From an optimization exercise on the open Yosys and OpenROAD flow, aimed at small area and few clock cycles; shortcuts taken in it are not production practice. At most, simulation tests tie the RTL to the original design; equivalence was not proved.

==> inputs of run C <==
## weight_update_engine
module weight_update_engine #(
  parameter int unsigned DATA_W = 16,
  parameter int unsigned FRAC_W = 8,
  parameter int unsigned LANES  = 4,
  parameter int unsigned DEPTH  = 64
) (
  input  logic                    i_clk,
  input  logic                    i_rst,
  input  logic                    i_start,
  input  logic                    i_mode,
  input  logic [DATA_W-1:0]       i_lr,
  input  logic                    i_in_valid,
  output logic                    o_in_ready,
  input  logic [LANES*DATA_W-1:0] i_w_old,
  input  logic [LANES*DATA_W-1:0] i_delta,
  output logic                    o_out_valid,
  input  logic                    i_out_ready,
  output logic [LANES*DATA_W-1:0] o_w_new,
  output logic                    o_busy,
  output logic                    o_done
);
  localparam int unsigned BEATS = DEPTH / LANES;
  localparam int unsigned CNT_W = $clog2(BEATS);
  logic                    r_busy;
  logic [CNT_W-1:0]        r_cnt;       
  logic [DATA_W-1:0]       r_lr;
  logic                    r_valid;
  logic [LANES*DATA_W-1:0] r_w_new;
  logic [LANES*DATA_W-1:0] w_w_new;
  logic w_in_fire;
  logic w_out_fire;
  logic w_cnt_last;
  logic w_last;
  assign w_cnt_last  = (r_cnt == CNT_W'(BEATS - 1));
  assign o_busy      = r_busy;
  assign o_in_ready  = r_busy && (!r_valid || (i_out_ready && !w_cnt_last));
  assign w_in_fire   = i_in_valid && o_in_ready;
  assign w_out_fire  = r_valid && i_out_ready;
  assign w_last      = w_out_fire && w_cnt_last;
  assign o_out_valid = r_valid;
  assign o_w_new     = r_w_new;
  assign o_done      = w_last;
  always_ff @(posedge i_clk) begin
    if (i_rst) begin
      r_busy <= 1'b0;
    end else if (!r_busy) begin
      r_busy <= i_start;
    end else if (w_last) begin
      r_busy <= 1'b0;
    end
  end
  always_ff @(posedge i_clk) begin
    if (i_rst) begin
      r_valid <= 1'b0;
    end else if (!r_valid || i_out_ready) begin
      r_valid <= w_in_fire;
    end
  ...
==> module weight_update_engine, before the edit <==
module weight_update_engine #(
  parameter int unsigned DATA_W = 16,
  parameter int unsigned FRAC_W = 8,
  parameter int unsigned LANES  = 4,
  parameter int unsigned DEPTH  = 64
) (
  input  logic                    i_clk,
  input  logic                    i_rst,
  input  logic                    i_start,
  input  logic                    i_mode,
  input  logic [DATA_W-1:0]       i_lr,
  input  logic                    i_in_valid,
  output logic                    o_in_ready,
  input  logic [LANES*DATA_W-1:0] i_w_old,
  input  logic [LANES*DATA_W-1:0] i_delta,
  output logic                    o_out_valid,
  input  logic                    i_out_ready,
  output logic [LANES*DATA_W-1:0] o_w_new,
  output logic                    o_busy,
  output logic                    o_done
);
  localparam int unsigned BEATS = DEPTH / LANES;
  localparam int unsigned CNT_W = $clog2(BEATS);
  logic                    r_busy;
  logic [CNT_W-1:0]        r_cnt;       
  logic [DATA_W-1:0]       r_lr;
  logic                    r_valid;
  logic [LANES*DATA_W-1:0] r_w_new;
  logic [LANES*DATA_W-1:0] w_w_new;
  logic w_in_fire;
  logic w_out_fire;
  logic w_cnt_last;
  logic w_last;
  assign w_cnt_last  = (r_cnt == CNT_W'(BEATS - 1));
  assign o_busy      = r_busy;
  assign o_in_ready  = r_busy && (!r_valid || (i_out_ready && !w_cnt_last));
  assign w_in_fire   = i_in_valid && o_in_ready;
  assign w_out_fire  = r_valid && i_out_ready;
  assign w_last      = w_out_fire && w_cnt_last;
  assign o_out_valid = r_valid;
  assign o_w_new     = r_w_new;
  assign o_done      = w_last;
  always_ff @(posedge i_clk) begin
    if (i_rst) begin
      r_busy <= 1'b0;
    end else if (!r_busy) begin
      r_busy <= i_start;
    end else if (w_last) begin
      r_busy <= 1'b0;
    end
  end
  always_ff @(posedge i_clk) begin
    if (i_rst) begin
      r_valid <= 1'b0;
    end else if (!r_valid || i_out_ready) begin
      r_valid <= w_in_fire;
    end
  end
  always_ff @(posedge i_clk) begin
    if (w_in_fire) r_w_new <= w_w_new;
  end
  always_ff @(posedge i_clk) begin
    if (!r_busy) begin
      r_cnt <= '0;
      r_lr  <= i_mode ? i_lr : {{(DATA_W-FRAC_W){1'b1}}, {FRAC_W{1'b0}}};
    end else if (w_out_fire) begin
      r_cnt <= r_cnt + CNT_W'(1);
    end
  end
  logic [7:0] w_neg, w_one, w_two;
  logic [16:0] w_lrx;
  assign w_lrx = {r_lr, 1'b0};
  always_comb begin
    for (int k = 0; k < 8; k++) begin
      w_neg[k] = !w_lrx[2*k+2] && (w_lrx[2*k+1] || w_lrx[2*k]);
      w_one[k] = w_lrx[2*k+1] ^ w_lrx[2*k];
      w_two[k] = (w_lrx[2*k+2] && !w_lrx[2*k+1] && !w_lrx[2*k])
              || (!w_lrx[2*k+2] && w_lrx[2*k+1] && w_lrx[2*k]);
    end
  end
  for (genvar g = 0; g < LANES; g++) begin : g_lane
    wue_lane u_lane (
      .d   (i_delta[g*DATA_W +: DATA_W]),
      .w   (i_w_old[g*DATA_W +: DATA_W]),
      .neg (w_neg),
      .one (w_one),
      .two (w_two),
      .r   (w_w_new[g*DATA_W +: DATA_W])
    );
  end
endmodule
export LEC_CHECK = 0
export CAP_MARGIN = 20
export CORE_MARGIN = 2
export CORE_UTILIZATION = 40
export GPL_TIMING_DRIVEN = 0
export SLEW_MARGIN = 20
export SYNTH_HIERARCHICAL = 1
create_clock -name core_clock -period 8.5 [get_ports {i_clk}]
standard.sh (not shown) runs the stock make flow with config.mk's settings and CLKGATE_MAP_FILE= SYNTH_SCRIPT=/design/flow/synth_recipe.tcl, a recipe that flattens the netlist after the stock synthesis.
==> flow/flow/run.sh <==
#!/bin/bash
# Standard layout, with the port buffers made from plain buffers instead of delay cells.
set -euo pipefail
bash standard.sh "BUFFER_PORTS_ARGS=-buffer_cell sky130_fd_sc_hd__buf_1" finish > standard.log 2>&1
==> run M (differences from run C) <==
GPL_TIMING_DRIVEN = unset   (was 0)
==> run D (differences from run C) <==
--- a/flow/design.v
+++ b/flow/design.v
@@ -21,24 +21,16 @@
 );
   localparam int unsigned BEATS = DEPTH / LANES;
   localparam int unsigned CNT_W = $clog2(BEATS);
-  logic                    r_busy;
-  logic [CNT_W-1:0]        r_cnt;       
-  logic [DATA_W-1:0]       r_lr;
-  logic                    r_valid;
-  logic [LANES*DATA_W-1:0] r_w_new;
-  logic [LANES*DATA_W-1:0] w_w_new;
-  logic w_in_fire;
-  logic w_out_fire;
-  logic w_cnt_last;
+  logic              r_busy;
+  logic [CNT_W-1:0]  r_cnt;
+  logic [DATA_W-1:0] r_lr;
+  logic w_fire;
   logic w_last;
-  assign w_cnt_last  = (r_cnt == CNT_W'(BEATS - 1));
   assign o_busy      = r_busy;
-  assign o_in_ready  = r_busy && (!r_valid || (i_out_ready && !w_cnt_last));
-  assign w_in_fire   = i_in_valid && o_in_ready;
-  assign w_out_fire  = r_valid && i_out_ready;
-  assign w_last      = w_out_fire && w_cnt_last;
-  assign o_out_valid = r_valid;
-  assign o_w_new     = r_w_new;
+  assign o_in_ready  = r_busy && i_out_ready;
+  assign o_out_valid = r_busy && i_in_valid;
+  assign w_fire      = r_busy && i_in_valid && i_out_ready;
+  assign w_last      = w_fire && (r_cnt == CNT_W'(BEATS - 1));
   assign o_done      = w_last;
   always_ff @(posedge i_clk) begin
     if (i_rst) begin
@@ -50,20 +42,10 @@
     end
   end
   always_ff @(posedge i_clk) begin
-    if (i_rst) begin
-      r_valid <= 1'b0;
-    end else if (!r_valid || i_out_ready) begin
-      r_valid <= w_in_fire;
-    end
-  end
-  always_ff @(posedge i_clk) begin
-    if (w_in_fire) r_w_new <= w_w_new;
-  end
-  always_ff @(posedge i_clk) begin
     if (!r_busy) begin
       r_cnt <= '0;
       r_lr  <= i_mode ? i_lr : {{(DATA_W-FRAC_W){1'b1}}, {FRAC_W{1'b0}}};
-    end else if (w_out_fire) begin
+    end else if (w_fire) begin
       r_cnt <= r_cnt + CNT_W'(1);
     end
   end
@@ -85,7 +67,7 @@
       .neg (w_neg),
       .one (w_one),
       .two (w_two),
-      .r   (w_w_new[g*DATA_W +: DATA_W])
+      .r   (o_w_new[g*DATA_W +: DATA_W])
     );
   end
 endmodule
==> flow/flow/run.sh (replaced) <==
#!/bin/bash
# Standard layout, with the port buffers made from plain buffers instead of delay cells.
set -euo pipefail
bash standard.sh "BUFFER_PORTS_ARGS=-buffer_cell sky130_fd_sc_hd__buf_2" finish > standard.log 2>&1
GPL_TIMING_DRIVEN = unset   (was 0)
==> flow_metrics.py <==
metrics = {
    "outcome": {
        "outcome": "timing/DRC/antenna clean",
    },
    "final_layout": {
        "num_antenna_cells": 7,
        "layout.nets": 3870,
        "multi_input_area_share": 0.793,
    },
    "worst_setup_path": {
        "required_ps": 8770,
    },
    "placement": {
        "pre_cts_ws_ps": 259,
    },
}
# the run above: run C

==> flow_metrics.py <==
metrics = {
    "outcome": {
        "outcome": "timing/DRC/antenna clean",
    },
    "cts": {
        "cts_tree": "done",
    },
    "final_layout": {
        "most-common-layout-cells": "xnor2_1, a22oi_1, fa_1",
        "multi_input_area_share": 0.791,
        "sh_seq_area": 0.0808,
    },
    "placement": {
        "pre_cts_ws_ps": 733,
    },
    "grt": {
        "grtUsageMet3": 0.0392,
    },
    "floorplan": {
        "num_rows": 97,
    },
}
# the run above: run M

==> flow_metrics.py <==
metrics = {
    "outcome": {
        "outcome": "complete, but fails checks",
        "violations": "setup timing",
    },
    "timing": {
        "setup_ws_ps": -113,
        "setup_viol": 26,
    },
    "final_layout": {
        "multi_input_area_share": 0.788,
        "layout.nets": 3948,
        "num_antenna_cells": 2,
    },
}
# the run above: run D

Function was not checked in any run of this note: the RTL went through the layout flow alone.


==> inputs of v29 <==
weight_update_engine, a different RTL version from the one above (not shown whole).
make LEC_CHECK=0 CAP_MARGIN=20 CORE_MARGIN=2 CORE_UTILIZATION=40 SLEW_MARGIN=20 SYNTH_HIERARCHICAL=1 finish   # period 8.5 ns
run.sh (not shown) runs the stock make flow with config.mk's settings and CLKGATE_MAP_FILE= SYNTH_SCRIPT=/design/flow/synth_recipe.tcl, a recipe that flattens the netlist after the stock synthesis.
Stock flow here: none of the scripts above is used.
==> v21: changes against v29 <==
--- a/flow/design.v
+++ b/flow/design.v
@@ -18,55 +18,37 @@
   output logic [LANES*DATA_W-1:0] o_w_new,
   output logic                    o_busy,
   output logic                    o_done
 );
   localparam int unsigned BEATS = DEPTH / LANES;
   localparam int unsigned CNT_W = $clog2(BEATS);
-  logic                    r_busy;
-  logic [CNT_W-1:0]        r_cnt;       
-  logic [DATA_W-1:0]       r_lr;
-  logic                    r_valid;
-  logic [LANES*DATA_W-1:0] r_w_new;
-  logic [LANES*DATA_W-1:0] w_w_new;
-  logic w_in_fire;
-  logic w_out_fire;
-  logic w_cnt_last;
+  logic              r_busy;
+  logic [CNT_W-1:0]  r_cnt;
+  logic [DATA_W-1:0] r_lr;
+  logic w_fire;
   logic w_last;
-  assign w_cnt_last  = (r_cnt == CNT_W'(BEATS - 1));
   assign o_busy      = r_busy;
-  assign o_in_ready  = r_busy && (!r_valid || (i_out_ready && !w_cnt_last));
-  assign w_in_fire   = i_in_valid && o_in_ready;
-  assign w_out_fire  = r_valid && i_out_ready;
-  assign w_last      = w_out_fire && w_cnt_last;
-  assign o_out_valid = r_valid;
-  assign o_w_new     = r_w_new;
+  assign o_in_ready  = r_busy && i_out_ready;
+  assign o_out_valid = r_busy && i_in_valid;
+  assign w_fire      = r_busy && i_in_valid && i_out_ready;
+  assign w_last      = w_fire && (r_cnt == CNT_W'(BEATS - 1));
   assign o_done      = w_last;
   always_ff @(posedge i_clk) begin
     if (i_rst) begin
       r_busy <= 1'b0;
     end else if (!r_busy) begin
       r_busy <= i_start;
     end else if (w_last) begin
       r_busy <= 1'b0;
     end
   end
   always_ff @(posedge i_clk) begin
-    if (i_rst) begin
-      r_valid <= 1'b0;
-    end else if (!r_valid || i_out_ready) begin
-      r_valid <= w_in_fire;
-    end
-  end
-  always_ff @(posedge i_clk) begin
-    if (w_in_fire) r_w_new <= w_w_new;
-  end
-  always_ff @(posedge i_clk) begin
     if (!r_busy) begin
       r_cnt <= '0;
       r_lr  <= i_mode ? i_lr : {{(DATA_W-FRAC_W){1'b1}}, {FRAC_W{1'b0}}};
-    end else if (w_out_fire) begin
+    end else if (w_fire) begin
       r_cnt <= r_cnt + CNT_W'(1);
     end
   end
   logic [7:0] w_neg, w_one, w_two;
   logic [16:0] w_lrx;
   assign w_lrx = {r_lr, 1'b0};
@@ -82,13 +64,13 @@
     wue_lane u_lane (
       .d   (i_delta[g*DATA_W +: DATA_W]),
       .w   (i_w_old[g*DATA_W +: DATA_W]),
       .neg (w_neg),
       .one (w_one),
       .two (w_two),
-      .r   (w_w_new[g*DATA_W +: DATA_W])
+      .r   (o_w_new[g*DATA_W +: DATA_W])
     );
   end
 endmodule
 module wue_lane (
   input  logic [15:0] d,
   input  logic [15:0] w,
@@ -520,27 +502,20 @@
   wue_ha u_ha20 (.a(s263), .b(c260), .s(s265), .co(c266));
   wue_ha u_ha21 (.a(~pp7[15]), .b(c264), .s(s267), .co(c268));
   wue_ha u_ha22 (.a(~pp7[16]), .b(pp7[15]), .s(s269), .co(c270));
   logic [31:0] ra, rb, sum;
   assign ra = {c270, c268, c266, c262, c258, c252, c246, c238, c228, c216, c204, c190, c176, c160, c144, c128, c112, c96, c82, c68, s65, c44, c34, s31, c18, c12, c8, s5, c2, ~pp0[2], pp0[0], neg[0]};
   assign rb = {1'b0, s269, s267, s265, s261, s257, s251, s245, s237, s227, s215, s203, s189, s175, s159, s143, s127, s111, s95, s81, s67, s55, s43, s33, s23, s17, s11, s7, s3, s1, ~pp0[1], ~pp0[0]};
-  logic [23:0] lo;
-  logic [8:0]  hi0, hi1;
-  logic        ovf0, ovf1, ovf, sgn;
-  assign lo   = {1'b0, ra[22:0]} + {1'b0, rb[22:0]};
-  assign hi0  = ra[31:23] + rb[31:23] + 9'h100;
-  assign hi1  = ra[31:23] + rb[31:23] + 9'h100 + 9'h001;
-  assign ovf0 = (hi0 != 9'h000) && (hi0 != 9'h1ff);
-  assign ovf1 = (hi1 != 9'h000) && (hi1 != 9'h1ff);
-  assign ovf  = lo[23] ? ovf1 : ovf0;
-  assign sgn  = lo[23] ? hi1[8] : hi0[8];
+  assign sum = ra + rb + 32'h80000000;
   always_comb begin
-    if (ovf)
-      r = sgn ? 16'h8000 : 16'h7fff;
+    if (!sum[31] && (sum[30:23] != 8'h00))
+      r = 16'h7fff;
+    else if (sum[31] && (sum[30:23] != 8'hff))
+      r = 16'h8000;
     else
-      r = {ra[23] ^ rb[23] ^ lo[23], lo[22:8]};
+      r = sum[23:8];
   end
 endmodule
 module wue_ha (
   input  logic a,
   input  logic b,
   output logic s,
==> flow/flow/run.sh (new file) <==
#!/bin/bash
# Standard layout, with the port buffers made from plain buffers instead of delay cells.
set -euo pipefail
bash standard.sh "BUFFER_PORTS_ARGS=-buffer_cell sky130_fd_sc_hd__buf_2" finish > standard.log 2>&1
==> flow/standard.sh (new file) <==
#!/bin/bash
# synth_recipe.tcl (not shown) runs the flow's synth.tcl, then flattens the netlist and writes it again
# the make line also repeats each setting of config.mk as NAME=value (left out here)
make -C /OpenROAD-flow-scripts/flow DESIGN_CONFIG=/design/flow/config.mk WORK_HOME=/design/flow/orfs CLKGATE_MAP_FILE= SYNTH_SCRIPT=/design/flow/synth_recipe.tcl "${@:-finish}"
removed: flow/run.sh
==> impl_table.tex <==
\begin{tabular}{lr}
\hline
Metric & Value \\
\hline
\multicolumn{2}{l}{\textbf{Floorplanning}} \\
\quad Die Wd & 269 µm \\
\quad Total die area & 72,300 µm² \\
\quad Height of the die & 269 µm \\
\quad Tapcells & 940 \\
\multicolumn{2}{l}{\textbf{Run status}} \\
\quad Layout check fault list & setup timing \\
\quad Outcome & finished with violations \\
\multicolumn{2}{l}{\textbf{Place}} \\
\quad Hpwl dp & 72.5 mm \\
\multicolumn{2}{l}{\textbf{Yosys}} \\
\quad Synthesized area & 28,100 µm² \\
\multicolumn{2}{l}{\textbf{Layout}} \\
\quad Non-clock buffer count & 748 \\
\multicolumn{2}{l}{\textbf{Worst setup path}} \\
\quad CP arrival & 6.89 ns \\
\quad Reg2reg start & r\_busy\$\_SDFF\_PP0\_ \\
\quad Critical path's largest stage delay & 0.53 ns \\
\quad R2r setup slk & 7.01 ns \\
\multicolumn{2}{l}{\textbf{Timing}} \\
\quad Final setup violating endpoints & 50 \\
\quad Period utilisation layout & 1.01 \\
\quad Worst setup margin & -0.0908 ns \\
\hline
\end{tabular}
The numbers above come from v21.

==> impl_table.tex <==
\begin{tabular}{lr}
\hline
Metric & Value \\
\hline
\multicolumn{2}{l}{\textbf{Timing}} \\
\quad Setup total negative slack & 0 ns \\
\quad Worst setup margin & 0.756 ns \\
\quad Final setup violating endpoints & 0 \\
\quad Period utilisation layout & 0.911 \\
\multicolumn{2}{l}{\textbf{Yosys}} \\
\quad Synthesized area & 28,800 µm² \\
\multicolumn{2}{l}{\textbf{Worst setup path}} \\
\quad Critical path's largest stage delay & 0.75 ns \\
\quad CP arrival & 7.88 ns \\
\quad R2r setup slk & 1.08 ns \\
\quad Reg2reg start & r\_lr[11]\$\_SDFFCE\_PN1N\_ \\
\multicolumn{2}{l}{\textbf{Floorplanning}} \\
\quad Total die area & 74,200 µm² \\
\quad Height of the die & 272 µm \\
\quad Starting utilization of the core area & 0.404 \\
\multicolumn{2}{l}{\textbf{Layout}} \\
\quad Portion of the layout cell area used by clock cells & 0.00925 \\
\quad Share of cell area taken by multi-input logic gates & 0.760 \\
\quad Non-clock buffer count & 367 \\
\multicolumn{2}{l}{\textbf{Place}} \\
\quad Hpwl dp & 70.0 mm \\
\multicolumn{2}{l}{\textbf{Run status}} \\
\quad Outcome & finished clean \\
\hline
\end{tabular}
The numbers above come from v29.

Testbench counts of v29, summed over its fixed seeds: cycles 5,760.
Only the layout flow was run in v21; the RTL was not checked for function there.

[port drivers added, routing unchanged]
No port has a modelled driver above. Below, the same layouts with a new extraction and two added sets of constraints.
Step 1 assumes that a clkbuf_16 drives the clock port and a buf_2 every other input.
Step 2, shift: input delay + t, output delay - t, t = (earliest + latest rising clock arrival at the registers) / 2. This alone moves slack from input paths to output paths.
a / b / c = ideal ports / drivers / drivers and shift; a / b = the first two.
run	t, ns	slack for setup (ns)	hold slack, ns	latest minus earliest clock arrival (ns)	slew at the worst register clock pin (ns)
run C	0.463	0.382 / 0.382 / 0.230	0.480 / 0.480 / 0.480	0.021 / 0.022	0.09 / 0.09
run M	0.460	1.097 / 1.136 / 0.676	0.493 / 0.493 / 0.493	0.023 / 0.023	0.09 / 0.09
run D	0.297	-0.113 / -0.178 / -0.178	0.503 / 0.503 / 0.503	0.005 / 0.005	0.07 / 0.07
v29	0.459	0.756 / 0.783 / 0.324	0.501 / 0.501 / 0.501	0.018 / 0.019	0.09 / 0.09
v21	0.328	-0.091 / -0.165 / -0.165	0.479 / 0.479 / 0.479	0.017 / 0.017	0.08 / 0.08
For v29, which loses most, drivers alone change the setup slack by +0.027 ns; drivers and shift together by -0.432 ns.
